This design comes from an exercise in tuning for small area and a short achievable clock period on the open sky130 flow, not from production work. Function was checked by simulation only, so behaviour that the tests miss may differ from the original. Power is estimated from default activity; no workload was simulated.

==> flow/design.v <==
`timescale 1ns/1ps
module bus_decoder (
    input  logic        BUS_CLK,
    input  logic        BUS_RST,
    input  logic [15:0] bus_add,
    input  logic        bus_rd,
    input  logic        bus_wr,
    output logic [7:0]  bus_rd_data,
    output logic        sys_rd,
    output logic        sys_wr,
    input  logic [7:0]  sys_rdata,
    output logic        pulse_wr,
    input  logic [7:0]  pulse_rdata,
    output logic        ts_inj_wr,
    input  logic [7:0]  ts_inj_rdata,
    output logic        ts_hor_wr,
    input  logic [7:0]  ts_hor_rdata
);
    localparam logic [15:0] SYS_BASE   = 16'h0300;
    localparam logic [15:0] PULSE_BASE = 16'h0100;
    localparam logic [15:0] TSI_BASE   = 16'h0700;
    localparam logic [15:0] TSH_BASE   = 16'h0900;
    logic sel_sys, sel_pulse, sel_ts_inj, sel_ts_hor;
    assign sel_sys    = bus_add[15:8] == SYS_BASE[15:8];
    assign sel_pulse  = bus_add[15:8] == PULSE_BASE[15:8];
    assign sel_ts_inj = bus_add[15:8] == TSI_BASE[15:8];
    assign sel_ts_hor = bus_add[15:8] == TSH_BASE[15:8];
    assign sys_rd    = bus_rd & sel_sys;
    assign sys_wr    = bus_wr & sel_sys;
    assign pulse_wr  = bus_wr & sel_pulse;
    assign ts_inj_wr = bus_wr & sel_ts_inj;
    assign ts_hor_wr = bus_wr & sel_ts_hor;
    always_ff @(posedge BUS_CLK) begin
        if (BUS_RST)
            bus_rd_data <= 8'h00;
        else if (bus_rd)
            bus_rd_data <= ({8{sel_sys}}    & sys_rdata)
                         | ({8{sel_pulse}}  & pulse_rdata)
                         | ({8{sel_ts_inj}} & ts_inj_rdata)
                         | ({8{sel_ts_hor}} & ts_hor_rdata);
    end
endmodule
`timescale 1ns/1ps
module system_regs (
    input  logic                 BUS_CLK,
    input  logic                 BUS_RST,
    input  logic                 regs_rd,
    input  logic                 regs_wr,
    input  logic [8-1:0] regs_offset,
    input  logic [7:0]           regs_wdata,
    output logic [7:0]           regs_rdata,
    output logic [28-1:0] ts_now,
    output logic                 resetb_ext,
    output logic [4:0]           led
);
    logic                 configured;
    logic [7:1]           gpio;
    logic [28-1:8] ts_snap;
    logic [28-1:0] ts_carry;
    assign ts_carry[0] = 1'b1;
    for (genvar i = 1; i < 28; i++) begin : g_carry
        assign ts_carry[i] = &ts_now[i-1:0];
    end
    always_ff @(posedge BUS_CLK) begin
        if (BUS_RST)
            ts_now <= '0;
        else
            ts_now <= ts_now ^ ts_carry;
    end
    always_ff @(posedge BUS_CLK) begin
        if (BUS_RST) begin
            configured <= 1'b0;
            gpio       <= '0;
            resetb_ext <= 1'b1;
        end else if (regs_wr) begin
            if (regs_offset == 8'd5)
                configured <= regs_wdata[0];
            if (regs_offset == 8'd8) begin
                gpio       <= regs_wdata[7:1];
                resetb_ext <= ~regs_wdata[0];
            end
        end
    end
    always_ff @(posedge BUS_CLK) begin
        if (regs_rd && regs_offset == 8'd12)
            ts_snap <= ts_now[28-1:8];
    end
    assign led = gpio[5:1];
    always_comb begin
        case (regs_offset)
            8'd0:            regs_rdata = 8'd1;
            8'd1:              regs_rdata = 8'd0;
            8'd2:              regs_rdata = 8'd1;
            8'd3:              regs_rdata = 8'd0;
            8'd4:         regs_rdata = {7'b0, configured};
            8'd8:               regs_rdata = {gpio, ~resetb_ext};
            8'd12:          regs_rdata = ts_now[7:0];
            8'd12 + 8'd1:   regs_rdata = ts_snap[15:8];
            8'd12 + 8'd2:   regs_rdata = ts_snap[23:16];
            8'd12 + 8'd3:   regs_rdata = {4'b0, ts_snap[27:24]};
            default:                     regs_rdata = 8'h00;
        endcase
    end
endmodule
`timescale 1ns/1ps
module pulse_gen (
    input  logic     BUS_CLK,
    input  logic     BUS_RST,
    input  logic     regs_wr,
    input  logic [8-1:0] regs_offset,
    input  logic [7:0] regs_wdata,
    output logic [7:0] regs_rdata,
    input  logic     trig_in,
    output logic     pulse
);
    logic [7:0] delay;
    logic [7:0] width;
    logic       ext_en;
    logic       busy;
    logic [7:0] cnt;
    logic [7:0] cnt_dec;
    logic [7:0] borrow;
    logic       start;
    logic       last;
    assign start = (regs_wr && regs_offset == 8'd0) || (trig_in && ext_en);
    assign last  = (cnt[7:1] == 7'd0) && (cnt[0] == pulse);
    assign borrow[0] = 1'b1;
    for (genvar i = 1; i < 8; i++) begin : g_borrow
        assign borrow[i] = ~|cnt[i-1:0];
    end
    assign cnt_dec = cnt ^ borrow;
    always_ff @(posedge BUS_CLK) begin
        if (BUS_RST) begin
            delay  <= 8'h00;
            width  <= 8'h00;
            ext_en <= 1'b0;
        end else if (regs_wr) begin
            if (regs_offset == 8'd1)
                delay <= regs_wdata;
            if (regs_offset == 8'd2)
                width <= regs_wdata;
            if (regs_offset == 8'd3)
                ext_en <= regs_wdata[0];
        end
    end
    always_ff @(posedge BUS_CLK) begin
        if (BUS_RST) begin
            busy  <= 1'b0;
            pulse <= 1'b0;
        end else if (!busy) begin
            if (start && width != 8'h00)
                busy <= 1'b1;
        end else if (last) begin
            busy  <= ~pulse;
            pulse <= ~pulse;
        end
    end
    always_ff @(posedge BUS_CLK) begin
        if (!busy)
            cnt <= delay;
        else if (last)
            cnt <= width;
        else
            cnt <= cnt_dec;
    end
    always_comb begin
        case (regs_offset)
            8'd0: regs_rdata = {7'b0, ~busy};
            8'd1: regs_rdata = delay;
            8'd2: regs_rdata = width;
            8'd3:  regs_rdata = {7'b0, ext_en};
            default:          regs_rdata = 8'h00;
        endcase
    end
endmodule
`timescale 1ns/1ps
module edge_timestamper (
    input  logic                 BUS_CLK,
    input  logic                 BUS_RST,
    input  logic                 regs_wr,
    input  logic [8-1:0] regs_offset,
    input  logic [7:0]           regs_wdata,
    output logic [7:0]           regs_rdata,
    input  logic                 di,
    input  logic [28-1:0] ts_now,
    input  logic                 fifo_read,
    output logic                 fifo_empty,
    output logic [8-1:0] fifo_head,
    output logic [8*28-1:0] fifo_mem
);
    localparam int D = 8;
    localparam int W = 28;
    logic [1:0]    di_sync;
    logic          di_prev;
    logic          rise;
    logic          enable;
    logic [7:0]    lost;
    logic [D:0]    occ;
    logic [7:0]    lost_inc;
    logic [7:0]    lost_carry;
    logic          full;
    logic          push;
    logic          pop;
    always_ff @(posedge BUS_CLK) begin
        if (BUS_RST) begin
            di_sync <= 2'b00;
            di_prev <= 1'b0;
        end else begin
            di_sync <= {di_sync[0], di};
            di_prev <= di_sync[1];
        end
    end
    assign rise       = di_sync[1] & ~di_prev;
    assign full       = occ[D];
    assign fifo_empty = occ[0];
    assign push       = rise & enable & ~full;
    assign pop        = fifo_read;
    assign fifo_head  = occ[D:1];
    always_ff @(posedge BUS_CLK) begin
        if (push)
            fifo_mem <= {fifo_mem[(D-1)*W-1:0], ts_now};
    end
    always_ff @(posedge BUS_CLK) begin
        if (BUS_RST)
            occ <= (D+1)'(1);
        else if (push && !pop)
            occ <= {occ[D-1:0], 1'b0};
        else if (pop && !push)
            occ <= {1'b0, occ[D:1]};
    end
    assign lost_carry[0] = 1'b1;
    for (genvar i = 1; i < 8; i++) begin : g_carry
        assign lost_carry[i] = &lost[i-1:0];
    end
    assign lost_inc = lost ^ lost_carry;
    always_ff @(posedge BUS_CLK) begin
        if (BUS_RST) begin
            enable <= 1'b0;
            lost   <= 8'h00;
        end else begin
            if (regs_wr && regs_offset == 8'd0)
                enable <= regs_wdata[0];
            if (regs_wr && regs_offset == 8'd1)
                lost <= 8'h00;
            else if (rise && enable && full && lost != 8'hFF)
                lost <= lost_inc;
        end
    end
    always_comb begin
        case (regs_offset)
            8'd0: regs_rdata = {7'b0, enable};
            8'd1:   regs_rdata = lost;
            default:        regs_rdata = 8'h00;
        endcase
    end
endmodule
`timescale 1ns/1ps
module rr_arbiter (
    input  logic                      BUS_CLK,
    input  logic                      BUS_RST,
    input  logic [1:0]                src_empty,
    input  logic [8-1:0] src0_head,
    input  logic [8*28-1:0] src0_mem,
    input  logic [8-1:0] src1_head,
    input  logic [8*28-1:0] src1_mem,
    output logic [1:0]                src_read,
    input  logic                      arb_ready,
    output logic                      arb_write,
    output logic [31:0]               arb_data
);
    localparam int D = 8;
    localparam int W = 28;
    localparam logic [3:0] ID0 = 4'b0110;
    localparam logic [3:0] ID1 = 4'b0010;
    logic          last0;
    logic          pick1;
    logic          found;
    logic          pop;
    logic [W-1:0]  word0, word1;
    logic [W-1:0]  ts_q;
    assign pick1 = last0 ? ~src_empty[1] : src_empty[0];
    assign found = ~(src_empty[0] & src_empty[1]);
    assign pop   = found & arb_ready;
    assign src_read = {pop & pick1, pop & ~pick1};
    always_comb begin
        word0 = '0;
        word1 = '0;
        for (int i = 0; i < D; i++) begin
            word0 = word0 | ({W{src0_head[i]}} & src0_mem[i*W +: W]);
            word1 = word1 | ({W{src1_head[i]}} & src1_mem[i*W +: W]);
        end
    end
    always_ff @(posedge BUS_CLK) begin
        if (BUS_RST) begin
            last0     <= 1'b0;
            arb_write <= 1'b0;
        end else begin
            arb_write <= pop;
            if (pop)
                last0 <= ~pick1;
        end
    end
    always_ff @(posedge BUS_CLK)
        ts_q <= pick1 ? word1 : word0;
    assign arb_data = {last0 ? ID0 : ID1, ts_q};
endmodule
`timescale 1ns/1ps
module daq_core (
    input  logic        BUS_CLK,
    input  logic        BUS_RST,
    input  logic [15:0] bus_add,
    input  logic [7:0]  bus_wr_data,
    output logic [7:0]  bus_rd_data,
    input  logic        bus_rd,
    input  logic        bus_wr,
    input  logic        trig_in,
    input  logic        inj_loop_in,
    input  logic        hitor_in,
    output logic        inj_pulse,
    output logic        resetb_ext,
    output logic [4:0]  led,
    input  logic        arb_ready,
    output logic        arb_write,
    output logic [31:0] arb_data
);
    localparam int D = 8;
    localparam int W = 28;
    logic [W-1:0]   ts_now;
    logic [1:0]     src_empty;
    logic [1:0]     src_read;
    logic [D-1:0]   head0, head1;
    logic [D*W-1:0] mem0, mem1;
    logic [8-1:0] offset;
    logic       sys_rd, sys_wr, pulse_wr, ts_inj_wr, ts_hor_wr;
    logic [7:0] sys_rdata, pulse_rdata, ts_inj_rdata, ts_hor_rdata;
    assign offset = bus_add[8-1:0];
    bus_decoder bus_decoder0 (
        .BUS_CLK      (BUS_CLK),
        .BUS_RST      (BUS_RST),
        .bus_add      (bus_add),
        .bus_rd       (bus_rd),
        .bus_wr       (bus_wr),
        .bus_rd_data  (bus_rd_data),
        .sys_rd       (sys_rd),
        .sys_wr       (sys_wr),
        .sys_rdata    (sys_rdata),
        .pulse_wr     (pulse_wr),
        .pulse_rdata  (pulse_rdata),
        .ts_inj_wr    (ts_inj_wr),
        .ts_inj_rdata (ts_inj_rdata),
        .ts_hor_wr    (ts_hor_wr),
        .ts_hor_rdata (ts_hor_rdata)
    );
    system_regs system_regs0 (
        .BUS_CLK     (BUS_CLK),
        .BUS_RST     (BUS_RST),
        .regs_rd     (sys_rd),
        .regs_wr     (sys_wr),
        .regs_offset (offset),
        .regs_wdata  (bus_wr_data),
        .regs_rdata  (sys_rdata),
        .ts_now      (ts_now),
        .resetb_ext  (resetb_ext),
        .led         (led)
    );
    pulse_gen pulse_inj (
        .BUS_CLK     (BUS_CLK),
        .BUS_RST     (BUS_RST),
        .regs_wr     (pulse_wr),
        .regs_offset (offset),
        .regs_wdata  (bus_wr_data),
        .regs_rdata  (pulse_rdata),
        .trig_in     (trig_in),
        .pulse       (inj_pulse)
    );
    edge_timestamper ts_inj (
        .BUS_CLK     (BUS_CLK),
        .BUS_RST     (BUS_RST),
        .regs_wr     (ts_inj_wr),
        .regs_offset (offset),
        .regs_wdata  (bus_wr_data),
        .regs_rdata  (ts_inj_rdata),
        .di          (inj_loop_in),
        .ts_now      (ts_now),
        .fifo_read   (src_read[0]),
        .fifo_empty  (src_empty[0]),
        .fifo_head   (head0),
        .fifo_mem    (mem0)
    );
    edge_timestamper ts_hor (
        .BUS_CLK     (BUS_CLK),
        .BUS_RST     (BUS_RST),
        .regs_wr     (ts_hor_wr),
        .regs_offset (offset),
        .regs_wdata  (bus_wr_data),
        .regs_rdata  (ts_hor_rdata),
        .di          (hitor_in),
        .ts_now      (ts_now),
        .fifo_read   (src_read[1]),
        .fifo_empty  (src_empty[1]),
        .fifo_head   (head1),
        .fifo_mem    (mem1)
    );
    rr_arbiter rr_arbiter0 (
        .BUS_CLK   (BUS_CLK),
        .BUS_RST   (BUS_RST),
        .src_empty (src_empty),
        .src0_head (head0),
        .src0_mem  (mem0),
        .src1_head (head1),
        .src1_mem  (mem1),
        .src_read  (src_read),
        .arb_ready (arb_ready),
        .arb_write (arb_write),
        .arb_data  (arb_data)
    );
endmodule
==> flow/run.sh <==
#!/bin/bash
# synth_recipe.tcl (not shown) runs the flow's synth.tcl, then flattens the netlist and writes it again
# the make line also repeats each setting of config.mk as NAME=value (left out here)
make -C /OpenROAD-flow-scripts/flow DESIGN_CONFIG=/design/flow/config.mk WORK_HOME=/design/flow/orfs CLKGATE_MAP_FILE= SYNTH_SCRIPT=/design/flow/synth_recipe.tcl finish
==> flow/config.mk <==
export PLATFORM = sky130hd
export DESIGN_NAME = daq_core
export DESIGN_NICKNAME = daq_core
export VERILOG_FILES = /design/flow/design.v
export SDC_FILE = /design/flow/constraint.sdc
export NUM_CORES = 4
export LEC_CHECK = 0
export CAP_MARGIN = 20
export CORE_MARGIN = 2
export CORE_UTILIZATION = 70
export CTS_CLUSTER_DIAMETER = 80
export CTS_CLUSTER_SIZE = 30
export SETUP_SLACK_MARGIN = 1.3
export SLEW_MARGIN = 20
==> flow/constraint.sdc <==
create_clock -name core_clock -period 3.0 [get_ports {BUS_CLK}]
set_input_delay 0.6000 -clock core_clock [delete_from_list [all_inputs] [get_ports {BUS_CLK}]]
set_output_delay 0.6000 -clock core_clock [all_outputs]
set_load 0.01 [all_outputs]
==> results of run 1 <==
[sequential cells by signal, indices dropped and copies added, names as in the netlist, 2 cells and up]
register,count
ts_inj.lost,8
pulse_inj.width,8
bus_decoder0.bus_rd_data,8
ts_inj.di_sync,2
ts_hor.lost,8
system_regs0.ts_now,28
ts_hor.di_sync,2
pulse_inj.cnt,8
system_regs0.ts_snap,20
ts_inj.fifo_mem,224
ts_inj.occ,9
rr_arbiter0.ts_q,28
ts_hor.fifo_mem,224
pulse_inj.delay,8
ts_hor.occ,9
system_regs0.gpio,7
[timing repair]
item                                    4_1_cts  5_1_grt
buffers inserted                             27       31
gates cloned                                  7        3
endpoints found under the setup margin      639      494
pin swaps                                    17       24
resized for setup                           308       73
[kinds of logic after synthesis]
logic type / Yosys count
buffers and inverters: 116
XOR/XNOR: 30
adder cells (fa/ha/maj): 16
multiplexers: 60
AND/OR/NAND/NOR: 327
other: 2
flip-flops: 612
AO/OA/AOI/OAI: 368
[through the flow]
step	util	setup slack (ps)
6_report	0.807	1270
5_1_grt	0.806	1180
4_1_cts	0.791	1230
3_5_place_dp	0.750	234
3_3_place_gp	0.750	249
2_1_floorplan	-	-6180
[routing by layer]
metal | vias to the layer above | routed length (µm)
li1 | 6235 | -
met1 | 7027 | 21000
met2 | 710 | 26500
met3 | 110 | 4730
met4 | 0 | 1970
met5 | - | 0
[worst min-delay path by stage]
stage | slack (ps) | end | depth (start not counted) | startpoint
2_1_floorplan | 410 | ts_hor.di_sync[1] | 1 | ts_hor.di_sync[0]
3_3_place_gp | 420 | ts_hor.di_sync[1] | 1 | ts_hor.di_sync[0]
3_5_place_dp | 430 | ts_hor.di_sync[1] | 1 | ts_hor.di_sync[0]
4_1_cts | 450 | ts_hor.di_sync[1] | 1 | ts_hor.di_sync[0]
5_1_grt | 470 | ts_hor.fifo_mem[68] | 0 | ts_hor.fifo_mem[40]
6_report | 450 | ts_inj.di_sync[1] | 1 | ts_inj.di_sync[0]
[cells in the mapped netlist, drive strengths merged (2+ instances only)]
| master | number | area [µm²] |
|---|---|---|
| a211oi | 9 | 67.6 |
| a21o | 2 | 15.0 |
| a21oi | 52 | 264 |
| a221oi | 56 | 490 |
| a22o | 61 | 534 |
| a22oi | 122 | 916 |
| a31oi | 28 | 175 |
| a32oi | 2 | 17.5 |
| a41o | 2 | 20.0 |
| and2 | 7 | 43.8 |
| and3 | 4 | 25.0 |
| and3b | 3 | 26.3 |
| buf | 17 | 111 |
| clkbuf | 83 | 312 |
| conb | 2 | 7.51 |
| dfxtp | 144 | 2880 |
| edfxtp | 468 | 14100 |
| ha | 16 | 200 |
| inv | 16 | 60.1 |
| mux2 | 14 | 158 |
| mux2i | 45 | 450 |
| nand2 | 40 | 150 |
| nand2b | 5 | 31.3 |
| nand3 | 19 | 100 |
| nand4 | 44 | 282 |
| nand4b | 2 | 17.5 |
| nor2 | 153 | 574 |
| nor2b | 16 | 100 |
| nor3 | 11 | 55.1 |
| nor3b | 4 | 35.0 |
| nor4 | 6 | 52.6 |
| nor4b | 2 | 23.8 |
| nor4bb | 3 | 30.0 |
| o21ai | 23 | 115 |
| o2bb2ai | 3 | 26.3 |
| o31ai | 3 | 22.5 |
| or3 | 3 | 18.8 |
| or3b | 2 | 17.5 |
| xnor2 | 14 | 123 |
| xor2 | 16 | 140 |
[layout make-up]
class / count / area, µm² / share of cell area
Tap cell: 442 / 553 / 0.0212
Clock buffer: 41 / 748 / 0.0287
Clock inverter: 7 / 106 / 0.00407
Inverter: 16 / 60.1 / 0.00230
Timing Repair Buffer: 189 / 1750 / 0.0670
Antenna cell: 1 / 2.50 / 0.0000958
Multi-Input combinational cell: 805 / 5840 / 0.224
Sequential cell: 612 / 17000 / 0.653
[where the power goes]
part           leakage [nW]  switching, W  internal [W]
combinational          2.95      0.000139      0.000104
clock                 0.404       0.00257       0.00180
sequential             5.36     0.0000119       0.00898
total                  8.71       0.00272        0.0109
==> impl_metrics.py, run 1 <==
metrics = {
    "logic_synthesis": {
        "async_reset_ff_frac": 0,
        "netlist_area_um2": 22800,
        "synth_mux_area_frac": 0.0276,
        "synth_fa_ha_area_frac": 0.00877,
        "avgSynthCellArea_um2": 14.9,
        "synth_cell_types": 60,
        "ys_seq_area_frac": 0.742,
        "synth-xor-area-share": 0.0115,
        "yosys.area_share.simple": 0.0705,
        "yosysWarnings": 5,
        "synth_top_flop_cell": "edfxtp_1",
        "synth_top_family_by_area": "compound AO/OA/AOI/OAI gates",
        "synthCells": 1531,
        "synth-seq-cells": 612,
        "synth_edf_count": 468,
        "synth_compound_area_frac": 0.119,
    },
    "place": {
        "placed_area_um2": 24300,
        "place_hpwl_mm": 32.3,
        "port_buffers": 76,
        "dp_cells": 1996,
        "routabilityCongestion": 0.864,
    },
    "sta": {
        "slew_headroom": 0.484,
        "finalCritPeriodShare": 0.575,
        "hold_viol": 0,
        "max_clock_freq_mhz": 579,
        "worstMarginPinSlew_ps": 774,
        "final_max_slew_viol_count": 0,
        "hold_ws_ps": 448,
        "setup_viol": 0,
        "period_minus_slack_ps": 1730,
        "skew_ps": 24.7,
        "tns_ps": 0,
        "rsz0062_at_grt": "true",
    },
    "grt": {
        "grt_max_degree": 78,
        "grt_pass1_vias": 13300,
        "met2_usage": 0.508,
        "grt_pass1_wl_mm": 78.8,
        "met1_usage": 0.427,
        "overflow": 0,
        "track_usage": 0.311,
        "met3_usage": 0.0559,
        "antenna_found_initial": 1,
        "top_usage_layer": "met2",
    },
    "setup_path": {
        "end_kind": "primary output",
        "worstPathCellList": "buf_6",
        "path_class": "register to primary output",
        "crit_cells": 1,
        "r2r_end": "ts_hor.occ[1]",
        "reg2reg_slack_ps": 1290,
        "slowest_stage": "dfxtp_4",
        "crit_end": "arb_data[30]",
        "cp-startpoint": "rr_arbiter0.last0",
        "arrival_ps": 1130,
        "cp_max_fo": 6,
        "path_delay_family": "flip-flops",
        "reg2reg_from": "ts_hor.enable",
        "critPathMaxStageDelay_ps": 410,
        "crit_buf_inv": 1,
        "cp-start-kind": "register",
        "reg2reg_depth": 8,
        "required_ps": 2400,
    },
    "run_status": {
        "status": "timing/DRC/antenna clean",
    },
    "final_layout": {
        "nets": 1698,
        "drive_gt1_frac": 0.204,
        "fin_area_um2": 26100,
        "fin_cells": 2113,
        "final_cell_mix": "468 x edfxtp_1, 149 x nor2_1, 122 x a22oi_1",
        "fillers": 1785,
        "syn_to_final_growth_pct": 14.3,
        "mostFrequentLayoutCell": "edfxtp_1",
    },
    "clocking": {
        "h-tree-depth": 1,
        "clock_sinks": 612,
        "numCtsBuffers": 26,
        "path_clk_slew_ps": 110,
        "cts_tree": "done",
        "clock_latency_ps": 590,
        "clockRootBuffer": "clkbuf_16",
        "cts_max_path_buffers": 3,
        "ctsHoldBuffers": 0,
    },
    "detailed_routing": {
        "viasPerCell": 6.66,
        "drtPass1Iterations": 5,
        "vias": 14100,
        "drc_errors": 0,
        "routedWlPerCell_um": 25.6,
        "drt_wl_total_mm": 54.2,
        "route.antenna.remaining_nets": 0,
        "drt_iter0_markers": 1644,
    },
    "job": {
        "maxCapViolations": 0,
    },
    "pwr": {
        "p_total_w": 0.0136,
        "vdd_drop_max_mv": 0.630,
        "powerDensity_nw_per_um2": 521,
        "leakage_nw": 8.71,
    },
    "floorplan": {
        "design.die.area_um2": 34100,
        "ios": 80,
        "start_util": 0.706,
        "die_x_um": 185,
        "std_cell_rows": 66,
        "dieHeight_um": 185,
        "core_area_um2": 32400,
    },
    "min_path": {
        "hold_path.class": "register to register",
    },
}
==> run 2: changes to the inputs <==
--- a/flow/config.mk
+++ b/flow/config.mk
@@ -5,10 +5,10 @@
 export SDC_FILE = /design/flow/constraint.sdc
 export NUM_CORES = 4
 export LEC_CHECK = 0
-export CAP_MARGIN = 20
+export CAP_MARGIN = 10
 export CORE_MARGIN = 2
 export CORE_UTILIZATION = 70
 export CTS_CLUSTER_DIAMETER = 80
 export CTS_CLUSTER_SIZE = 30
 export SETUP_SLACK_MARGIN = 1.3
-export SLEW_MARGIN = 20
+export SLEW_MARGIN = 10
==> run 2 against run 1 <==
  * Utilization did not move
  * Register-to-register slack is essentially flat
  * Final cell count unchanged
  * Critical path type unchanged
==> impl_metrics.py, run 2 <==
metrics = {
    "setup_path": {
        "slowest_stage": "dfxtp_4",
        "crit_cells": 1,
        "worstPathCellList": "buf_6",
        "end_kind": "primary output",
        "required_ps": 2400,
        "cp_max_fo": 6,
        "critPathMaxStageDelay_ps": 410,
        "reg2reg_depth": 8,
        "path_delay_family": "flip-flops",
        "crit_buf_inv": 1,
        "arrival_ps": 1130,
        "path_class": "register to primary output",
        "cp-start-kind": "register",
    },
    "pwr": {
        "vdd_drop_max_mv": 0.630,
        "leakage_nw": 8.71,
        "powerDensity_nw_per_um2": 521,
    },
    "clocking": {
        "clock_sinks": 612,
        "numCtsBuffers": 26,
        "clockRootBuffer": "clkbuf_16",
        "clock_latency_ps": 590,
        "ctsHoldBuffers": 0,
        "path_clk_slew_ps": 110,
        "cts_tree": "done",
        "cts_max_path_buffers": 3,
        "h-tree-depth": 1,
    },
    "grt": {
        "overflow": 0,
        "track_usage": 0.311,
        "grt_pass1_vias": 13300,
        "antenna_found_initial": 1,
        "grt_max_degree": 78,
        "grt_pass1_wl_mm": 78.8,
    },
    "place": {
        "dp_cells": 1996,
        "port_buffers": 76,
        "routabilityCongestion": 0.864,
        "place_hpwl_mm": 32.3,
        "dp_worst_setup_slack_ps": 234,
    },
    "min_path": {
        "whs_path_depth": 1,
        "hold_path.class": "register to register",
    },
    "floorplan": {
        "start_util": 0.706,
        "dieHeight_um": 185,
        "std_cell_rows": 66,
        "ios": 80,
        "core_area_um2": 32400,
        "design.die.area_um2": 34100,
        "die_x_um": 185,
    },
    "detailed_routing": {
        "vias": 14100,
        "drt_wl_total_mm": 54.2,
        "drtPass1Iterations": 5,
        "route.antenna.remaining_nets": 0,
        "viasPerCell": 6.66,
        "drc_errors": 0,
        "drt_iter0_markers": 1644,
        "routedWlPerCell_um": 25.6,
    },
    "sta": {
        "period_minus_slack_ps": 1730,
        "setup_viol": 0,
        "slew_headroom": 0.484,
        "tns_ps": 0,
        "final_max_slew_viol_count": 0,
        "max_clock_freq_mhz": 579,
        "rsz0062_at_grt": "true",
        "layout_setup_ws_ps": 1270,
        "hold_viol": 0,
        "worstMarginPinSlew_ps": 774,
        "skew_ps": 24.7,
        "finalCritPeriodShare": 0.575,
    },
    "logic_synthesis": {
        "synth_top_flop_cell": "edfxtp_1",
        "netlist_top_cells_area": "edfxtp_1 62%, dfxtp_1 13%, a22oi_1 4.0%, nor2_1 2.5%, a22o_1 2.3%",
        "synth_top_area_frac": 0.615,
        "netlist_area_um2": 22800,
        "async_reset_ff_frac": 0,
        "avgSynthCellArea_um2": 14.9,
        "synth_edf_count": 468,
        "ys_seq_area_frac": 0.742,
        "synth_cell_types": 60,
        "synth_common_cells": "468 x edfxtp_1, 153 x nor2_1, 144 x dfxtp_1",
        "synth.largest_area_cell": "edfxtp_1",
        "synth-seq-cells": 612,
        "synthCells": 1531,
        "yosysWarnings": 5,
        "yosysMostFrequentCell": "edfxtp_1",
    },
    "final_layout": {
        "fin_cells": 2113,
        "nets": 1698,
        "fillers": 1785,
        "utilization": 0.807,
        "final_cell_mix": "468 x edfxtp_1, 149 x nor2_1, 122 x a22oi_1",
        "mostFrequentLayoutCell": "edfxtp_1",
        "drive_gt1_frac": 0.204,
        "syn_to_final_growth_pct": 14.3,
        "reg_top3": "ts_hor.fifo_mem: 224 flops, ts_inj.fifo_mem: 224 flops",
    },
    "run_status": {
        "status": "timing/DRC/antenna clean",
    },
    "job": {
        "maxCapViolations": 0,
    },
}
[run 2: metrics by stage]
| step | hold WS, ps | area, µm² | power (W) |
|---|---|---|---|
| finish | 448 | 26100 | 0.0136 |
| global route | 466 | 26100 | 0.0140 |
| CTS | 448 | 25600 | 0.0136 |
| detailed placement | 427 | 24300 | 0.00940 |
| global placement | 422 | 24300 | 0.00940 |
| floorplan | 414 | 23100 | 0.00930 |
[run 2: repair_timing]
action                                  in CTS  in global routing
resized for setup                          308                 73
endpoints found under the setup margin     639                494
buffers inserted                            27                 31
pin swaps                                   17                 24
cloned                                       7                  3
[run 2: report_power, final]
group          internal, W  total [W]  switching, W
Clock              0.00180    0.00438       0.00257
Sequential         0.00898    0.00900     0.0000119
Combinational     0.000104   0.000243      0.000139
[run 2: cells by family after synthesis]
kind of cell	share of synthesized area
flops	0.742
compound gates	0.119
simple gates	0.0705
buf+inv	0.0211
mux	0.0276
xor+xnor	0.0115
fa+ha+maj	0.00877
other cells	0.000329
[run 2: cell type report]
class,count,area (µm²),share of cell area
Sequential cell,612,17000,0.653
Multi-Input combinational cell,805,5840,0.224
Timing Repair Buffer,189,1750,0.0670
Clock buffer,41,748,0.0287
Tap cell,442,553,0.0212
Clock inverter,7,106,0.00407
Inverter,16,60.1,0.00230
Antenna cell,1,2.50,0.0000958
[run 2: final timing paths]
| check | from | end | slack (ps) |
|---|---|---|---|
| setup / recovery | rr_arbiter0.last0 | arb_data[30] | 1270 |
| hold / removal | ts_inj.di_sync[0] | ts_inj.di_sync[1] | 450 |
| setup reg to reg | ts_hor.enable | ts_hor.occ[1] | 1290 |
| hold reg to reg | ts_inj.di_sync[0] | ts_inj.di_sync[1] | 450 |
[run 2: routing by layer]
metal,vias to the layer above,part of all wire,track usage
met1,7027,0.39,0.427
met5,-,0,0
met3,110,0.087,0.0559
met2,710,0.49,0.508
li1,6235,-,-
met4,0,0.036,0.107
==> run 3: changes to the inputs <==
==> flow/config.mk (replaced) <==
export PLATFORM = sky130hd
export DESIGN_NAME = daq_core
export DESIGN_NICKNAME = daq_core
export VERILOG_FILES = /design/flow/design.v
export SDC_FILE = /design/flow/constraint.sdc
export NUM_CORES = 4
export LEC_CHECK = 0
export CAP_MARGIN = 20
export CORE_MARGIN = 2
export CORE_UTILIZATION = 65
export CTS_CLUSTER_DIAMETER = 80
export CTS_CLUSTER_SIZE = 30
export SETUP_SLACK_MARGIN = 1.3
export SLEW_MARGIN = 20
export TNS_END_PERCENT = 50
==> run 3 against run 2 <==
  * Still clean
  * Non-clock buffer count is 3 higher
  * Sequential power hardly changed
  * Flip-flop and latch count unchanged
  * Hold slack lost 0.70 ps
  * Register-to-register slack lost 40 ps
  * Cell area shrank 0.16%
  * Critical endpoint is now ts_hor.occ[7]
  * Largest cell class unchanged
  * Highest routed layer unchanged
==> impl_metrics.py, run 3 <==
metrics = {
    "run_status": {
        "status": "timing/DRC/antenna clean",
    },
    "setup_path": {
        "cp_max_fo": 4,
        "reg2reg_depth": 9,
        "end_kind": "register",
        "path_delay_family": "buffers and inverters",
        "slowest_stage": "dfxtp_4",
        "path_class": "register to register",
        "arrival_ps": 2210,
        "worstPathCellList": "nor4bb_4, buf_4, buf_6, ha_4, buf_6, mux2i_1, nor2_1, a21oi_1, nor2_1",
        "crit_buf_inv": 3,
        "required_ps": 3460,
        "crit_cells": 9,
        "cp-start-kind": "register",
        "critPathMaxStageDelay_ps": 380,
    },
    "logic_synthesis": {
        "avgSynthCellArea_um2": 14.9,
        "synthCells": 1531,
        "synth_top_area_frac": 0.615,
        "netlist_top_cells_area": "edfxtp_1 62%, dfxtp_1 13%, a22oi_1 4.0%, nor2_1 2.5%, a22o_1 2.3%",
        "synth-seq-cells": 612,
        "synth_cell_types": 60,
        "synth_edf_count": 468,
        "synth_common_cells": "468 x edfxtp_1, 153 x nor2_1, 144 x dfxtp_1",
        "synth_top_flop_cell": "edfxtp_1",
        "synth.largest_area_cell": "edfxtp_1",
        "async_reset_ff_frac": 0,
        "yosysMostFrequentCell": "edfxtp_1",
        "yosysWarnings": 5,
        "netlist_area_um2": 22800,
        "ys_seq_area_frac": 0.742,
    },
    "final_layout": {
        "mostFrequentLayoutCell": "edfxtp_1",
        "final-seq-area_um2": 17000,
        "final_cell_mix": "468 x edfxtp_1, 149 x nor2_1, 118 x a22oi_1",
        "drive_gt1_frac": 0.200,
        "fillers": 2159,
        "utilization": 0.755,
        "multi_input_area_um2": 5850,
        "syn_to_final_growth_pct": 14.1,
        "nets": 1701,
        "fin_cells": 2127,
        "reg_top3": "ts_hor.fifo_mem: 224 flops, ts_inj.fifo_mem: 224 flops",
    },
    "floorplan": {
        "std_cell_rows": 68,
        "ios": 80,
        "design.die.area_um2": 36700,
        "core_area_um2": 34500,
        "start_util": 0.661,
        "dieHeight_um": 191,
        "die_x_um": 191,
    },
    "min_path": {
        "whs_path_depth": 1,
        "hold_path.class": "register to register",
    },
    "pwr": {
        "leakage_nw": 8.74,
        "vdd_drop_max_mv": 0.508,
        "powerDensity_nw_per_um2": 519,
    },
    "detailed_routing": {
        "drt_wl_total_mm": 53.5,
        "drc_errors": 0,
        "drtPass1Iterations": 6,
        "vias": 13900,
        "viasPerCell": 6.54,
        "routedWlPerCell_um": 25.2,
        "drt_iter0_markers": 1361,
        "route.antenna.remaining_nets": 0,
    },
    "place": {
        "dp_cells": 2021,
        "routabilityCongestion": 0.857,
        "place_hpwl_mm": 32.7,
        "port_buffers": 76,
    },
    "sta": {
        "skew_ps": 23.8,
        "worstMarginPinSlew_ps": 632,
        "finalCritPeriodShare": 0.583,
        "slew_headroom": 0.578,
        "final_max_slew_viol_count": 0,
        "hold_viol": 0,
        "period_minus_slack_ps": 1750,
        "max_clock_freq_mhz": 572,
        "rsz0062_at_grt": "true",
        "setup_viol": 0,
    },
    "grt": {
        "track_usage": 0.290,
        "grt_pass1_wl_mm": 79.4,
        "overflow": 0,
        "grt_max_degree": 77,
        "antenna_found_initial": 2,
        "grt_pass1_vias": 13300,
    },
    "clocking": {
        "clock_sinks": 612,
        "path_clk_slew_ps": 110,
        "cts_max_path_buffers": 3,
        "cts_tree": "done",
        "numCtsBuffers": 25,
        "clockRootBuffer": "clkbuf_16",
        "ctsHoldBuffers": 0,
        "h-tree-depth": 1,
        "clock_latency_ps": 580,
    },
    "job": {
        "maxCapViolations": 0,
    },
}
-- run 3: cell counts after synthesis --
No cell type changed its count.
-- run 3: layout make-up --
| class | count | area share |
|---|---|---|
| timing repair buffer | 192 | 0.0670 |
| multi-input combinational | 806 | 0.224 |
| antenna | 1 | 0.0000960 |
| inverter | 16 | 0.00230 |
| tap | 455 | 0.0218 |
| clock buffer | 37 | 0.0261 |
| clock inverter | 8 | 0.00451 |
| sequential | 612 | 0.654 |
-- run 3: path summary, 6_finish.rpt --
check	from	endpoint	slack [ps]
max	ts_hor.occ[8]	ts_hor.occ[7]	1250
min	ts_inj.di_sync[0]	ts_inj.di_sync[1]	450
max reg2reg	ts_hor.occ[8]	ts_hor.occ[7]	1250
min reg2reg	ts_inj.di_sync[0]	ts_inj.di_sync[1]	450
-- run 3: cells by family after synthesis --
family / Yosys count / share of synthesized area
DFF: 612 / 0.742
and+or+nand+nor: 327 / 0.0705
adders and majority gates: 16 / 0.00877
buffers and inverters: 116 / 0.0211
AOI/OAI and AO/OA: 368 / 0.119
xor gates and xnor gates: 30 / 0.0115
other: 2 / 0.000329
muxes: 60 / 0.0276
-- run 3: worst register-to-register path, delay by kind of cell (launching register included) --
family,cells,cell delay (ps)
muxes,1,180
adders and majority gates,1,150
and+or+nand+nor,3,390
AOI/OAI and AO/OA,1,120
DFF,1,380
buffers and inverters,3,410
-- run 3: routing by layer --
| layer | vias up | routed length [µm] | track usage | share of wire |
|---|---|---|---|---|
| met5 | - | 0 | 0 | 0 |
| met4 | 0 | 2250 | 0.104 | 0.042 |
| met3 | 108 | 3930 | 0.0373 | 0.073 |
| met2 | 570 | 25500 | 0.470 | 0.48 |
| met1 | 7005 | 21800 | 0.410 | 0.41 |
| li1 | 6228 | - | - | - |
-- run 3: where the power goes --
part	internal, W	switching [W]	total, W
registers	0.00898	0.0000111	0.00900
logic	0.000101	0.000134	0.000235
clock network	0.00181	0.00250	0.00431
total	0.0109	0.00264	0.0135
-- run 3: through the flow --
| stage | hold WS [ps] | worst slack [ps] | setup TNS [ps] | area [µm²] | power (W) |
|---|---|---|---|---|---|
| after floorplan | 414 | -6180 | -2434050 | 23000 | 0.00929 |
| after global placement | 424 | 237 | 0 | 24300 | 0.00940 |
| after detailed placement | 426 | 263 | 0 | 24300 | 0.00940 |
| after CTS | 452 | 1150 | 0 | 25600 | 0.0136 |
| after global routing | 464 | 1190 | 0 | 26100 | 0.0139 |
| final | 448 | 1250 | 0 | 26100 | 0.0135 |
-- run 3: repair_timing --
action | 4_1_cts | 5_1_grt
gates cloned | 6 | 1
setup endpoints to repair | 631 | 310
resized for setup | 302 | 89
setup buffers | 26 | 27
hold endpoints to repair | 0 | 0
pin swaps | 16 | 32
==> run 4: changes to the inputs <==
--- a/flow/config.mk
+++ b/flow/config.mk
@@ -10,6 +10,6 @@
 export CORE_UTILIZATION = 65
 export CTS_CLUSTER_DIAMETER = 80
 export CTS_CLUSTER_SIZE = 30
+export PLACE_DENSITY = 0.75
 export SETUP_SLACK_MARGIN = 1.3
 export SLEW_MARGIN = 20
-export TNS_END_PERCENT = 50
==> run 4 against run 3 <==
  * Still clean
  * Routed wire length up 0.13%
  * Clock-buffer cell count grew 3
  * Cell area shrank 0.34%
  * Sequential power hardly changed
  * Non-clock buffer count shrank 7
  * Register-to-register slack got worse by 60 ps
  * Synthesized cell count is the same
  * Combinational power decreased by 2%
  * Clock power decreased by 4%
  * Critical endpoint is now ts_hor.occ[5]
==> impl_metrics.py, run 4 <==
metrics = {
    "final_layout": {
        "syn_to_final_growth_pct": 13.7,
        "antennaDiodeCount": 0,
        "mostFrequentLayoutCell": "edfxtp_1",
        "drive_gt1_frac": 0.195,
        "reg_top3": "ts_hor.fifo_mem: 224 flops, ts_inj.fifo_mem: 224 flops",
        "fillers": 2129,
        "nets": 1693,
        "fin_cells": 2119,
        "final_cell_mix": "468 x edfxtp_1, 149 x nor2_1, 122 x a22oi_1",
        "fin_area_um2": 26000,
    },
    "detailed_routing": {
        "drc_errors": 0,
        "viasPerCell": 6.64,
        "drt_wl_total_mm": 53.6,
        "route.antenna.remaining_nets": 0,
        "vias": 14100,
        "drt_iter0_markers": 1644,
        "routedWlPerCell_um": 25.3,
        "drtPass1Iterations": 6,
    },
    "clocking": {
        "cts_max_path_buffers": 3,
        "ctsHoldBuffers": 0,
        "clock_latency_ps": 580,
        "path_clk_slew_ps": 110,
        "cts_tree": "done",
        "clockRootBuffer": "clkbuf_16",
        "numCtsBuffers": 25,
        "h-tree-depth": 1,
        "clock_sinks": 612,
    },
    "grt": {
        "overflow": 0,
        "met3_usage": 0.0242,
        "grt_pass1_wl_mm": 79.3,
        "grt_pass1_vias": 13400,
        "met2_usage": 0.477,
        "track_usage": 0.288,
        "antenna_found_initial": 0,
        "met1_usage": 0.414,
        "top_usage_layer": "met2",
        "grt_max_degree": 101,
    },
    "setup_path": {
        "worstPathCellList": "buf_4, o21ai_0, ha_4, buf_12, mux2i_1, nor2_1, a21oi_1, nor2_1",
        "critPathMostFrequentCell": "nor2_1",
        "arrival_ps": 2270,
        "critPathMaxStageDelay_ps": 360,
        "end_kind": "register",
        "path_class": "register to register",
        "cp_max_fo": 4,
        "required_ps": 3460,
        "crit_buf_inv": 2,
        "cp-start-kind": "register",
        "path_delay_family": "compound AO/OA/AOI/OAI gates",
        "slowest_stage": "dfxtp_4",
    },
    "logic_synthesis": {
        "synth_top_flop_cell": "edfxtp_1",
        "synth_cell_types": 60,
        "netlist_area_um2": 22800,
        "synth-seq-cells": 612,
        "yosysWarnings": 5,
        "synthCells": 1531,
        "avgSynthCellArea_um2": 14.9,
        "synth_edf_count": 468,
        "async_reset_ff_frac": 0,
        "synth_top_area_frac": 0.615,
        "synth.largest_area_cell": "edfxtp_1",
        "ys_seq_area_frac": 0.742,
        "netlist_top_cells_area": "edfxtp_1 62%, dfxtp_1 13%, a22oi_1 4.0%, nor2_1 2.5%, a22o_1 2.3%",
        "synth_common_cells": "468 x edfxtp_1, 153 x nor2_1, 144 x dfxtp_1",
        "yosysMostFrequentCell": "edfxtp_1",
    },
    "sta": {
        "period_minus_slack_ps": 1800,
        "layout_setup_ws_ps": 1200,
        "setup_viol": 0,
        "max_clock_freq_mhz": 554,
        "skew_ps": 26.3,
        "finalCritPeriodShare": 0.601,
        "final_max_slew_viol_count": 0,
        "slew_headroom": 0.545,
        "rsz0062_at_grt": "true",
        "worstMarginPinSlew_ps": 681,
        "hold_viol": 0,
    },
    "floorplan": {
        "dieHeight_um": 191,
        "ios": 80,
        "design.die.area_um2": 36700,
        "std_cell_rows": 68,
        "core_area_um2": 34500,
        "die_x_um": 191,
        "start_util": 0.661,
    },
    "pwr": {
        "leakage_nw": 8.64,
        "p_total_w": 0.0134,
        "powerDensity_nw_per_um2": 515,
        "vdd_drop_max_mv": 0.537,
    },
    "place": {
        "port_buffers": 76,
        "routabilityCongestion": 0.871,
        "dp_worst_setup_slack_ps": 127,
        "placed_area_um2": 24300,
        "place_hpwl_mm": 32.0,
        "dp_cells": 2009,
    },
    "job": {
        "maxCapViolations": 0,
    },
    "min_path": {
        "hold_path.class": "primary input to register",
    },
    "run_status": {
        "status": "timing/DRC/antenna clean",
    },
}
-- run 4: cell count changes in the layout (fill, tap and decap cells not counted), sizes merged, moves of 4 or more --
cell | previous run | this run
dlygate4sd2 | 3 | 7
dlymetal6s2s | 10 | 2
buf | 159 | 152
clkbuf | 41 | 49
-- run 4: through the flow --
stage	utilization	TNS [ps]	hold WS, ps
after global placement	0.704	0	421
after CTS	0.738	0	422
after floorplan	-	-2434050	414
after detailed placement	0.704	0	432
after global routing	0.752	0	426
final	0.752	0	421
-- run 4: what timing repair did --
| action | CTS | global route |
|---|---|---|
| pin swaps | 18 | 24 |
| endpoints found under the setup margin | 629 | 227 |
| resized for setup | 315 | 70 |
| buffers inserted | 24 | 31 |
| gates cloned | 6 | 3 |
-- run 4: tightest hold or removal path: stages --
cell and delay (ps):
dlymetal6s2s_1 160, inv_1 120, a211oi_1 70
-- run 4: per-layer routing --
layer,vias up,wire length [µm],part of all wire
li1,6203,-,-
met1,7126,21400,0.40
met2,665,26600,0.50
met3,83,4000,0.075
met4,0,1590,0.030
met5,-,0,0
-- run 4: final cells by class --
class	count	area, µm²	area share
Clock inverter	6	65.1	0.00250
Tap cell	455	569	0.0219
Sequential cell	612	17000	0.656
Inverter	16	60.1	0.00231
Timing Repair Buffer	185	1720	0.0660
Clock buffer	40	692	0.0266
Multi-Input combinational cell	805	5840	0.225
-- run 4: path summary, 6_finish.rpt --
kind                                         from               endpoint  slack, ps  cells after the start
worst max-delay path            rr_arbiter0.last0          ts_hor.occ[5]       1200                      8
worst min register to register  ts_inj.di_sync[0]      ts_inj.di_sync[1]        450                      1
worst max register to register  rr_arbiter0.last0          ts_hor.occ[5]       1200                      8
worst min-delay path                    arb_ready  rr_arbiter0.arb_write        420                      3
-- run 4: kinds of logic after synthesis --
group	count (synthesis)	synth area share
adder cells (fa/ha/maj)	16	0.00877
AND/OR/NAND/NOR	327	0.0705
buffers and inverters	116	0.0211
AO/OA/AOI/OAI	368	0.119
other	2	0.000329
multiplexers	60	0.0276
flip-flops	612	0.742
XOR/XNOR	30	0.0115
-- run 4: where the power goes --
| part | switching [W] | internal, W | total, W |
|---|---|---|---|
| clock | 0.00249 | 0.00165 | 0.00415 |
| sequential | 0.0000140 | 0.00898 | 0.00900 |
| combinational | 0.000131 | 0.0000986 | 0.000230 |
| total | 0.00264 | 0.0107 | 0.0134 |
==> run 5: changes to the inputs <==
--- a/flow/config.mk
+++ b/flow/config.mk
@@ -10,6 +10,6 @@
 export CORE_UTILIZATION = 65
 export CTS_CLUSTER_DIAMETER = 80
 export CTS_CLUSTER_SIZE = 30
-export PLACE_DENSITY = 0.75
+export PLACE_DENSITY = 0.88
 export SETUP_SLACK_MARGIN = 1.3
 export SLEW_MARGIN = 20
==> run 5 against run 4 <==
  * Critical path type unchanged
  * Fmax down 2.7%
  * Register-to-register slack lost 50 ps
  * Utilization rose by 2.1 points
  * Total power grew 1.5%
  * Largest power group unchanged
==> impl_metrics.py, run 5 <==
metrics = {
    "run_status": {
        "status": "timing/DRC/antenna clean",
    },
    "clocking": {
        "numCtsBuffers": 25,
        "clockRootBuffer": "clkbuf_16",
        "clock_latency_ps": 610,
        "h-tree-depth": 1,
        "clock_sinks": 612,
        "cts_tree": "done",
        "ctsHoldBuffers": 0,
        "path_clk_slew_ps": 120,
        "cts_max_path_buffers": 3,
    },
    "logic_synthesis": {
        "avgSynthCellArea_um2": 14.9,
        "ys_seq_area_frac": 0.742,
        "synth_top_flop_cell": "edfxtp_1",
        "synth.largest_area_cell": "edfxtp_1",
        "netlist_top_cells_area": "edfxtp_1 62%, dfxtp_1 13%, a22oi_1 4.0%, nor2_1 2.5%, a22o_1 2.3%",
        "async_reset_ff_frac": 0,
        "synth_top_area_frac": 0.615,
        "synth_edf_count": 468,
        "synthCells": 1531,
        "synth_common_cells": "468 x edfxtp_1, 153 x nor2_1, 144 x dfxtp_1",
        "synth_cell_types": 60,
        "yosysWarnings": 5,
        "synth-seq-cells": 612,
        "yosysMostFrequentCell": "edfxtp_1",
        "netlist_area_um2": 22800,
    },
    "detailed_routing": {
        "topRoutingLayerUsed": "met4",
        "wl_met3_mm": 7.41,
        "viasPerCell": 7.14,
        "route.antenna.remaining_nets": 0,
        "drtPass1Iterations": 6,
        "wl_met1_mm": 21.1,
        "routedWlPerCell_um": 29.7,
        "vias": 15400,
        "drt_iter0_markers": 2312,
        "drt_wl_total_mm": 64.3,
        "met2_length_mm": 31.8,
        "drc_errors": 0,
    },
    "final_layout": {
        "final-seq-area_um2": 17100,
        "nets": 1734,
        "drive_gt1_frac": 0.227,
        "multi_input_area_um2": 5950,
        "reg_top3": "ts_hor.fifo_mem: 224 flops, ts_inj.fifo_mem: 224 flops",
        "mostFrequentLayoutCell": "edfxtp_1",
        "fillers": 1727,
        "utilization": 0.773,
        "syn_to_final_growth_pct": 16.9,
        "final_cell_mix": "468 x edfxtp_1, 141 x nor2_1, 121 x a22oi_1",
    },
    "setup_path": {
        "reg2reg_slack_ps": 1150,
        "required_ps": 3470,
        "crit_buf_inv": 2,
        "slowest_stage": "dfxtp_4",
        "end_kind": "register",
        "path_delay_family": "simple AND/OR/NAND/NOR gates",
        "cp_max_fo": 8,
        "cp-start-kind": "register",
        "worstPathCellList": "nor4bb_4, buf_6, buf_6, ha_4, mux2i_1, nor2_1, a21oi_1, nor2_1",
        "path_class": "register to register",
        "arrival_ps": 2330,
        "critPathMaxStageDelay_ps": 390,
    },
    "grt": {
        "grt_pass1_wl_mm": 87.8,
        "grt_pass1_vias": 14600,
        "antenna_found_initial": 0,
        "track_usage": 0.323,
        "grt_max_degree": 68,
        "overflow": 0,
    },
    "sta": {
        "hold_ws_ps": 253,
        "max_clock_freq_mhz": 540,
        "finalCritPeriodShare": 0.618,
        "rsz0062_at_grt": "true",
        "period_minus_slack_ps": 1850,
        "skew_ps": 44.1,
        "slew_headroom": 0.519,
        "worstMarginPinSlew_ps": 718,
        "setup_viol": 0,
        "hold_viol": 0,
        "final_max_slew_viol_count": 0,
    },
    "pwr": {
        "powerDensity_nw_per_um2": 508,
        "p_total_w": 0.0136,
        "vdd_drop_max_mv": 0.488,
        "leakage_nw": 8.99,
    },
    "floorplan": {
        "design.die.area_um2": 36700,
        "die_x_um": 191,
        "start_util": 0.661,
        "dieHeight_um": 191,
        "ios": 80,
        "std_cell_rows": 68,
        "core_area_um2": 34500,
    },
    "place": {
        "place_hpwl_mm": 34.2,
        "port_buffers": 76,
        "routabilityCongestion": 0.875,
    },
    "job": {
        "maxCapViolations": 0,
    },
    "min_path": {
        "hold_path.class": "primary input to register",
    },
}
-- run 5: changes by cell type in the layout (fill, tap and decap cells not counted), moves of 3 or more --
cell and delta:
nor2_2 +8, buf_2 -4, buf_4 +21, buf_16 +4
clkbuf_16 +10, dfxtp_2 +4, buf_6 +9, nor2_1 -8
dfxtp_1 -7, dfxtp_4 +3
-- run 5: final cells by class --
type / count / area share
clock inverter: 7 / 0.00342
clock buffer: 39 / 0.0254
inverter: 16 / 0.00225
multi-input combinational: 808 / 0.223
antenna: 1 / 0.0000937
sequential: 612 / 0.639
tap: 455 / 0.0213
timing repair buffer: 223 / 0.0861
-- run 5: final timing paths --
path | start | endpoint | depth (start not counted)
max | ts_hor.occ[8] | ts_hor.occ[2] | 8
max reg2reg | ts_hor.occ[8] | ts_hor.occ[2] | 8
min | BUS_RST | ts_inj.di_sync[0] | 2
min reg2reg | ts_inj.di_sync[0] | ts_inj.di_sync[1] | 1
-- run 5: power by group --
| group | switching (W) | leakage [nW] | internal, W |
|---|---|---|---|
| registers | 0.0000120 | 5.36 | 0.00898 |
| logic | 0.000135 | 3.27 | 0.0000970 |
| clock network | 0.00263 | 0.371 | 0.00172 |
-- run 5: cells by family after synthesis --
family | count (synthesis) | synth area share
XOR/XNOR | 30 | 0.0115
buffers and inverters | 116 | 0.0211
other | 2 | 0.000329
AO/OA/AOI/OAI | 368 | 0.119
AND/OR/NAND/NOR | 327 | 0.0705
flip-flops | 612 | 0.742
multiplexers | 60 | 0.0276
adder cells (fa/ha/maj) | 16 | 0.00877
-- run 5: what timing repair did --
action                     4_1_cts  5_1_grt
gates cloned                    10       15
setup buffers                   42       38
pin swaps                       17       36
resized for setup              324       92
setup endpoints to repair      643      413
-- run 5: per-stage QoR --
stage | setup slack, ps | TNS [ps] | cell area (µm²) | cells
4_1_cts | 1240 | 0 | 25800 | 2107
2_1_floorplan | -6180 | -2434050 | 23100 | 1532
3_3_place_gp | 307 | 0 | 24300 | 2009
3_5_place_dp | 272 | 0 | 24300 | 2009
5_1_grt | 1070 | 0 | 26700 | 2160
6_report | 1150 | 0 | 26700 | 2161
-- run 5: worst register-to-register path, stage by stage, from the launching register on --
cell and delay (ps):
dfxtp_4 390, nor4bb_4 270, buf_6 160, buf_6 100
ha_4 220, mux2i_1 270, nor2_1 80, a21oi_1 160
nor2_1 80
-- run 5: layer usage --
layer,vias up,track usage
met5,-,0
met4,0,0.171
met3,256,0.0472
met2,1379,0.551
met1,7479,0.401
li1,6306,-
==> run 6: changes to the inputs <==
--- a/flow/config.mk
+++ b/flow/config.mk
@@ -7,9 +7,8 @@
 export LEC_CHECK = 0
 export CAP_MARGIN = 20
 export CORE_MARGIN = 2
-export CORE_UTILIZATION = 65
+export CORE_UTILIZATION = 60
 export CTS_CLUSTER_DIAMETER = 80
 export CTS_CLUSTER_SIZE = 30
-export PLACE_DENSITY = 0.88
 export SETUP_SLACK_MARGIN = 1.3
 export SLEW_MARGIN = 20
==> run 6 against run 5 <==
  * Non-clock buffer count is 18 lower
  * Area after synthesis did not move
  * Global-route usage shrank 5.4 points
  * Combinational power about the same
  * Hold slack gained 200 ps
  * Register-to-register slack better by 160 ps
  * Sequential power about the same
  * Clock power up 3%
  * Largest cell class unchanged
  * Total power increased by 0.85%
==> impl_metrics.py, run 6 <==
metrics = {
    "sta": {
        "worstMarginPinSlew_ps": 730,
        "slew_headroom": 0.513,
        "finalCritPeriodShare": 0.581,
        "period_minus_slack_ps": 1740,
        "skew_ps": 18.9,
        "hold_ws_ps": 449,
        "layout_setup_ws_ps": 1260,
        "setup_viol": 0,
        "rsz0062_at_grt": "true",
        "hold_viol": 0,
        "max_clock_freq_mhz": 573,
        "tns_ps": 0,
        "final_max_slew_viol_count": 0,
    },
    "logic_synthesis": {
        "synth.largest_area_cell": "edfxtp_1",
        "synth_mux_area_frac": 0.0276,
        "synthCells": 1531,
        "avgSynthCellArea_um2": 14.9,
        "yosysMostFrequentCell": "edfxtp_1",
        "synth_top_area_frac": 0.615,
        "synth_edf_count": 468,
        "yosysWarnings": 5,
        "ys_seq_area_frac": 0.742,
        "synth_fa_ha_area_frac": 0.00877,
        "synth-seq-cells": 612,
        "synth_cell_types": 60,
        "netlist_area_um2": 22800,
        "synth-xor-area-share": 0.0115,
        "netlist_top_cells_area": "edfxtp_1 62%, dfxtp_1 13%, a22oi_1 4.0%, nor2_1 2.5%, a22o_1 2.3%",
        "synth_top_family_by_area": "compound AO/OA/AOI/OAI gates",
        "yosys.area_share.simple": 0.0705,
        "synth_top_flop_cell": "edfxtp_1",
        "async_reset_ff_frac": 0,
        "synth_compound_area_frac": 0.119,
        "synth_common_cells": "468 x edfxtp_1, 153 x nor2_1, 144 x dfxtp_1",
    },
    "setup_path": {
        "path_delay_family": "flip-flops",
        "slowest_stage": "dfxtp_4",
        "cp_max_fo": 6,
        "reg2reg_from": "ts_inj.occ[6]",
        "reg2reg_slack_ps": 1310,
        "critPathMaxStageDelay_ps": 410,
        "required_ps": 2400,
        "worstPathCellList": "clkbuf_2",
        "crit_cells": 1,
        "end_kind": "primary output",
        "cp-start-kind": "register",
        "crit_buf_inv": 1,
        "r2r_end": "rr_arbiter0.ts_q[12]",
        "reg2reg_depth": 5,
        "crit_end": "arb_data[30]",
        "arrival_ps": 1140,
        "cp-startpoint": "rr_arbiter0.last0",
        "path_class": "register to primary output",
    },
    "detailed_routing": {
        "viasPerCell": 6.30,
        "drt_wl_total_mm": 54.4,
        "routedWlPerCell_um": 24.7,
        "drtPass1Iterations": 5,
        "drt_iter0_markers": 1405,
        "drc_errors": 0,
        "route.antenna.remaining_nets": 0,
        "vias": 13900,
    },
    "place": {
        "place_hpwl_mm": 33.6,
        "routabilityCongestion": 0.885,
        "dp_worst_setup_slack_ps": 205,
        "port_buffers": 76,
    },
    "clocking": {
        "cts_tree": "done",
        "h-tree-depth": 1,
        "clock_sinks": 612,
        "cts_max_path_buffers": 3,
        "numCtsBuffers": 27,
        "path_clk_slew_ps": 110,
        "clock_latency_ps": 590,
        "clockRootBuffer": "clkbuf_16",
        "ctsHoldBuffers": 0,
    },
    "grt": {
        "grt_max_degree": 94,
        "grt_pass1_vias": 12900,
        "antenna_found_initial": 2,
        "track_usage": 0.269,
        "grt_pass1_wl_mm": 79.5,
        "overflow": 0,
    },
    "floorplan": {
        "start_util": 0.608,
        "std_cell_rows": 71,
        "design.die.area_um2": 39600,
        "core_area_um2": 37600,
        "dieHeight_um": 199,
        "die_x_um": 199,
        "ios": 80,
    },
    "pwr": {
        "clockPowerShare": 0.326,
        "seq_power_share": 0.657,
        "leakage_nw": 8.86,
        "vdd_drop_max_mv": 0.423,
        "combPwrFrac": 0.017,
        "switching_share": 0.203,
        "powerDensity_nw_per_um2": 517,
        "power_switching_w": 0.00278,
        "intPower_w": 0.0109,
    },
    "final_layout": {
        "mostFrequentLayoutCell": "edfxtp_1",
        "nets": 1715,
        "reg_top3": "ts_hor.fifo_mem: 224 flops, ts_inj.fifo_mem: 224 flops",
        "drive_gt1_frac": 0.210,
        "multi_input_area_um2": 5850,
        "syn_to_final_growth_pct": 15.8,
        "utilization": 0.704,
        "final_cell_mix": "468 x edfxtp_1, 149 x nor2_1, 122 x a22oi_1",
        "fillers": 2554,
        "final-seq-area_um2": 17100,
    },
    "run_status": {
        "status": "timing/DRC/antenna clean",
    },
    "job": {
        "maxCapViolations": 0,
    },
    "min_path": {
        "hold_path.class": "register to register",
    },
}
run 6: cell count changes in the layout (fill, tap and decap cells not counted), moves of 4 or more:
cell / previous run / this run
dfxtp_1: 82 / 87
nor2_1: 141 / 149
clkbuf_16: 38 / 33
buf_6: 24 / 20
dfxtp_2: 45 / 40
nor2_2: 9 / 2
buf_2: 37 / 33
clkbuf_1: 14 / 10
run 6: layout make-up:
type / count / area share
repair buffers: 205 / 0.0750
clock buffers: 39 / 0.0280
flip-flops and latches: 612 / 0.644
well taps: 511 / 0.0242
clock inverters: 10 / 0.00473
diodes: 2 / 0.000189
multi-input cells: 805 / 0.221
inverters: 16 / 0.00227
run 6: how the worst min path moves through the flow:
stage | startpoint | endpoint | slack [ps] | cells after the start
finish | ts_inj.fifo_mem[146] | ts_inj.fifo_mem[174] | 450 | 0
floorplan | ts_hor.di_sync[0] | ts_hor.di_sync[1] | 410 | 1
global route | ts_inj.fifo_mem[52] | ts_inj.fifo_mem[80] | 470 | 0
detailed placement | ts_hor.fifo_mem[35] | ts_hor.fifo_mem[63] | 430 | 0
global placement | ts_inj.fifo_mem[159] | ts_inj.fifo_mem[187] | 430 | 0
CTS | ts_hor.fifo_mem[32] | ts_hor.fifo_mem[60] | 460 | 0
run 6: cells by family (layout without fill, tap and decap cells):
group	after synthesis	in the layout
simple gates	327	328
buf+inv	116	270
fa+ha+maj	16	16
other cells	2	5
mux	60	60
flops	612	612
compound gates	368	368
xor+xnor	30	30
run 6: through the flow:
stage                     power (W)  std cells  instance area [µm²]
final                        0.0137       2200                26500
after CTS                    0.0138       2150                25800
after detailed placement    0.00941       2076                24500
after global routing         0.0141       2199                26500
after floorplan             0.00930       1532                23100
after global placement      0.00940       2076                24500
run 6: power groups by stage:
stage	Sequential, W	Clock (W)	Combinational (W)
after global placement	0.00920	0	0.000201
after global routing	0.00900	0.00481	0.000251
after CTS	0.00900	0.00455	0.000221
after detailed placement	0.00920	0	0.000203
after floorplan	0.00920	0	0.000102
final	0.00899	0.00446	0.000234
run 6: metal layers:
| layer | vias up | global-route usage | part of all wire |
|---|---|---|---|
| met5 | - | 0 | 0 |
| met3 | 71 | 0.0311 | 0.059 |
| met1 | 7024 | 0.390 | 0.43 |
| met2 | 501 | 0.436 | 0.48 |
| li1 | 6264 | - | - |
| met4 | 0 | 0.0749 | 0.030 |
run 6: what timing repair did:
item | in CTS | in global routing
gates resized for setup | 297 | 83
pin swaps | 18 | 20
cloned | 5 | 6
endpoints found under the setup margin | 627 | 551
buffers inserted | 20 | 42
==> run 7: changes to the inputs <==
--- a/flow/config.mk
+++ b/flow/config.mk
@@ -5,10 +5,11 @@
 export SDC_FILE = /design/flow/constraint.sdc
 export NUM_CORES = 4
 export LEC_CHECK = 0
+export ABC_CLOCK_PERIOD_IN_PS = 1500
 export CAP_MARGIN = 20
 export CORE_MARGIN = 2
-export CORE_UTILIZATION = 60
+export CORE_UTILIZATION = 65
 export CTS_CLUSTER_DIAMETER = 80
 export CTS_CLUSTER_SIZE = 30
-export SETUP_SLACK_MARGIN = 1.3
+export SETUP_SLACK_MARGIN = 1.2
 export SLEW_MARGIN = 20
==> run 7 against run 6 <==
  * Still clean on timing, DRC and antenna
  * Clock power about the same
  * Hold slack worse by 0.95 ps
  * Clock-buffer cell count is 4 lower
  * Clock skew rose by 2.0 ps
  * Flip-flop and latch count unchanged
  * Critical path depth increased by 5
  * Via count increased by 0.13%
  * Fmax decreased by 3.0%
  * Final cell count down 4.5%
  * Largest cell class unchanged
  * Largest power group unchanged
==> impl_metrics.py, run 7 <==
metrics = {
    "final_layout": {
        "final_cell_mix": "468 x edfxtp_1, 148 x nor2_1, 122 x a22oi_1",
        "drive_gt1_frac": 0.168,
        "fillers": 2191,
        "mostFrequentLayoutCell": "edfxtp_1",
        "reg_top3": "ts_hor.fifo_mem: 224 flops, ts_inj.fifo_mem: 224 flops",
        "antennaDiodeCount": 0,
        "fin_area_um2": 25900,
        "final-seq-area_um2": 17000,
        "fin_cells": 2101,
        "nets": 1673,
        "syn_to_final_growth_pct": 13.4,
        "multi_input_area_um2": 5800,
    },
    "place": {
        "placed_area_um2": 24300,
        "routabilityCongestion": 0.913,
        "place_hpwl_mm": 33.0,
        "dp_cells": 2011,
        "port_buffers": 76,
    },
    "logic_synthesis": {
        "synth_top_area_frac": 0.615,
        "synth.largest_area_cell": "edfxtp_1",
        "synth_cell_types": 60,
        "netlist_area_um2": 22800,
        "ys_seq_area_frac": 0.742,
        "yosysWarnings": 5,
        "avgSynthCellArea_um2": 14.9,
        "synth_top_flop_cell": "edfxtp_1",
        "synth-seq-cells": 612,
        "yosysMostFrequentCell": "edfxtp_1",
        "async_reset_ff_frac": 0,
        "synth_edf_count": 468,
        "netlist_top_cells_area": "edfxtp_1 62%, dfxtp_1 13%, a22oi_1 4.0%, nor2_1 2.5%, a22o_1 2.3%",
        "synth_common_cells": "468 x edfxtp_1, 153 x nor2_1, 144 x dfxtp_1",
        "synthCells": 1531,
    },
    "setup_path": {
        "cp-start-kind": "register",
        "cp_max_fo": 6,
        "end_kind": "register",
        "worstPathCellList": "nand4_1, nor3_4, buf_4, nand3_2, or3_1, a21oi_1",
        "path_class": "register to register",
        "reg2reg_slack_ps": 1200,
        "arrival_ps": 2320,
        "path_delay_family": "simple AND/OR/NAND/NOR gates",
        "slowest_stage": "dfxtp_2",
        "required_ps": 3520,
        "crit_buf_inv": 1,
        "critPathMaxStageDelay_ps": 500,
    },
    "clocking": {
        "h-tree-depth": 1,
        "clockRootBuffer": "clkbuf_16",
        "path_clk_slew_ps": 110,
        "clock_latency_ps": 590,
        "numCtsBuffers": 27,
        "cts_max_path_buffers": 3,
        "ctsHoldBuffers": 0,
        "cts_tree": "done",
        "clock_sinks": 612,
    },
    "sta": {
        "finalCritPeriodShare": 0.599,
        "worstMarginPinSlew_ps": 760,
        "final_max_slew_viol_count": 0,
        "max_clock_freq_mhz": 556,
        "skew_ps": 20.9,
        "period_minus_slack_ps": 1800,
        "hold_ws_ps": 448,
        "slew_headroom": 0.493,
        "setup_viol": 0,
        "rsz0062_at_grt": "true",
        "hold_viol": 0,
    },
    "pwr": {
        "p_total_w": 0.0137,
        "leakage_nw": 8.55,
        "vdd_drop_max_mv": 0.782,
        "powerDensity_nw_per_um2": 530,
    },
    "min_path": {
        "hold_path.class": "register to register",
    },
    "grt": {
        "grt_max_degree": 113,
        "track_usage": 0.291,
        "grt_pass1_vias": 13300,
        "overflow": 0,
        "grt_pass1_wl_mm": 79.5,
        "antenna_found_initial": 2,
    },
    "detailed_routing": {
        "wl_met3_mm": 4.22,
        "route.antenna.remaining_nets": 0,
        "topRoutingLayerUsed": "met5",
        "wl_met1_mm": 21.4,
        "drc_errors": 0,
        "drtPass1Iterations": 7,
        "routedWlPerCell_um": 25.6,
        "met2_length_mm": 25.8,
        "vias": 13900,
        "viasPerCell": 6.61,
        "drt_iter0_markers": 1539,
        "drt_wl_total_mm": 53.7,
    },
    "floorplan": {
        "dieHeight_um": 191,
        "core_area_um2": 34500,
        "ios": 80,
        "std_cell_rows": 68,
        "design.die.area_um2": 36700,
        "die_x_um": 191,
        "start_util": 0.661,
    },
    "job": {
        "maxCapViolations": 0,
    },
    "run_status": {
        "status": "timing/DRC/antenna clean",
    },
}
[run 7: final timing paths]
path                          startpoint  cells after the start                 endpoint
setup / recovery  system_regs0.ts_now[9]                      6  system_regs0.ts_now[23]
hold / removal         ts_inj.di_sync[0]                      1        ts_inj.di_sync[1]
setup reg to reg  system_regs0.ts_now[9]                      6  system_regs0.ts_now[23]
hold reg to reg        ts_inj.di_sync[0]                      1        ts_inj.di_sync[1]
[run 7: cells by family after synthesis]
family	Yosys count	share of synthesized area
flip-flops	612	0.742
other	2	0.000329
AND/OR/NAND/NOR	327	0.0705
XOR/XNOR	30	0.0115
adder cells (fa/ha/maj)	16	0.00877
AO/OA/AOI/OAI	368	0.119
multiplexers	60	0.0276
buffers and inverters	116	0.0211
[run 7: repair_timing]
action                                  CTS  global route
buffers inserted                         15            17
hold endpoints to repair                  0             0
gates cloned                              5             3
resized for setup                       174            92
endpoints found under the setup margin  632           541
pin swaps                                 9            13
[run 7: layer usage]
layer	global-route usage	up-vias
met5	0	-
met4	0.113	2
met3	0.0446	106
met2	0.471	620
met1	0.401	6978
li1	-	6172
[run 7: report_power, final]
part / leakage (nW) / internal (W) / switching, W
logic: 2.79 / 0.000100 / 0.000133
clock network: 0.417 / 0.00185 / 0.00262
registers: 5.35 / 0.00899 / 0.0000121
[run 7: area by class of cell]
cell class / instances / area share
inverters: 16 / 0.00232
multi-input cells: 806 / 0.224
well taps: 455 / 0.0220
clock buffers: 35 / 0.0273
flip-flops and latches: 612 / 0.657
repair buffers: 162 / 0.0611
clock inverters: 15 / 0.00628
[run 7: metrics by stage]
stage | utilization | setup slack (ps) | setup TNS [ps]
after floorplan | - | -6180 | -2434050
after global placement | 0.703 | 248 | 0
after detailed placement | 0.703 | 221 | 0
after CTS | 0.739 | 1090 | 0
after global routing | 0.749 | 1140 | 0
final | 0.749 | 1200 | 0

## static timing again, ports no longer ideal
How much do the figures lean on ideal ports? The routed layouts below were timed once more, with nothing changed but the port constraints.
Step 1 assumes that a clkbuf_16 drives the clock port and a buf_2 every other input.
Step 2 adds t to the input delays and takes it off the output delays; t is the mean of the earliest and latest rising clock arrival at the registers after step 1. Input paths then give back, and output paths get back, about the clock's delay inside the block.
Three values: ideal ports, drivers, drivers and shift; two values: the first two.
run	shift t [ns]	slack for setup (ns)	worst setup path at the end	pins driven straight from the clock port
run 1	0.635	1.274 / 1.220 / 0.664	input to register	1
run 2	0.635	1.274 / 1.220 / 0.664	input to register	1
run 3	0.631	1.252 / 1.252 / 0.736	input to register	1
run 4	0.622	1.196 / 1.196 / 0.735	input to register	1
run 5	0.639	1.147 / 1.147 / 0.718	input to register	1
run 6	0.640	1.256 / 1.201 / 0.708	input to register	1
run 7	0.634	1.202 / 1.175 / 0.651	input to register	1
After both steps setup and hold are still met in every run listed.
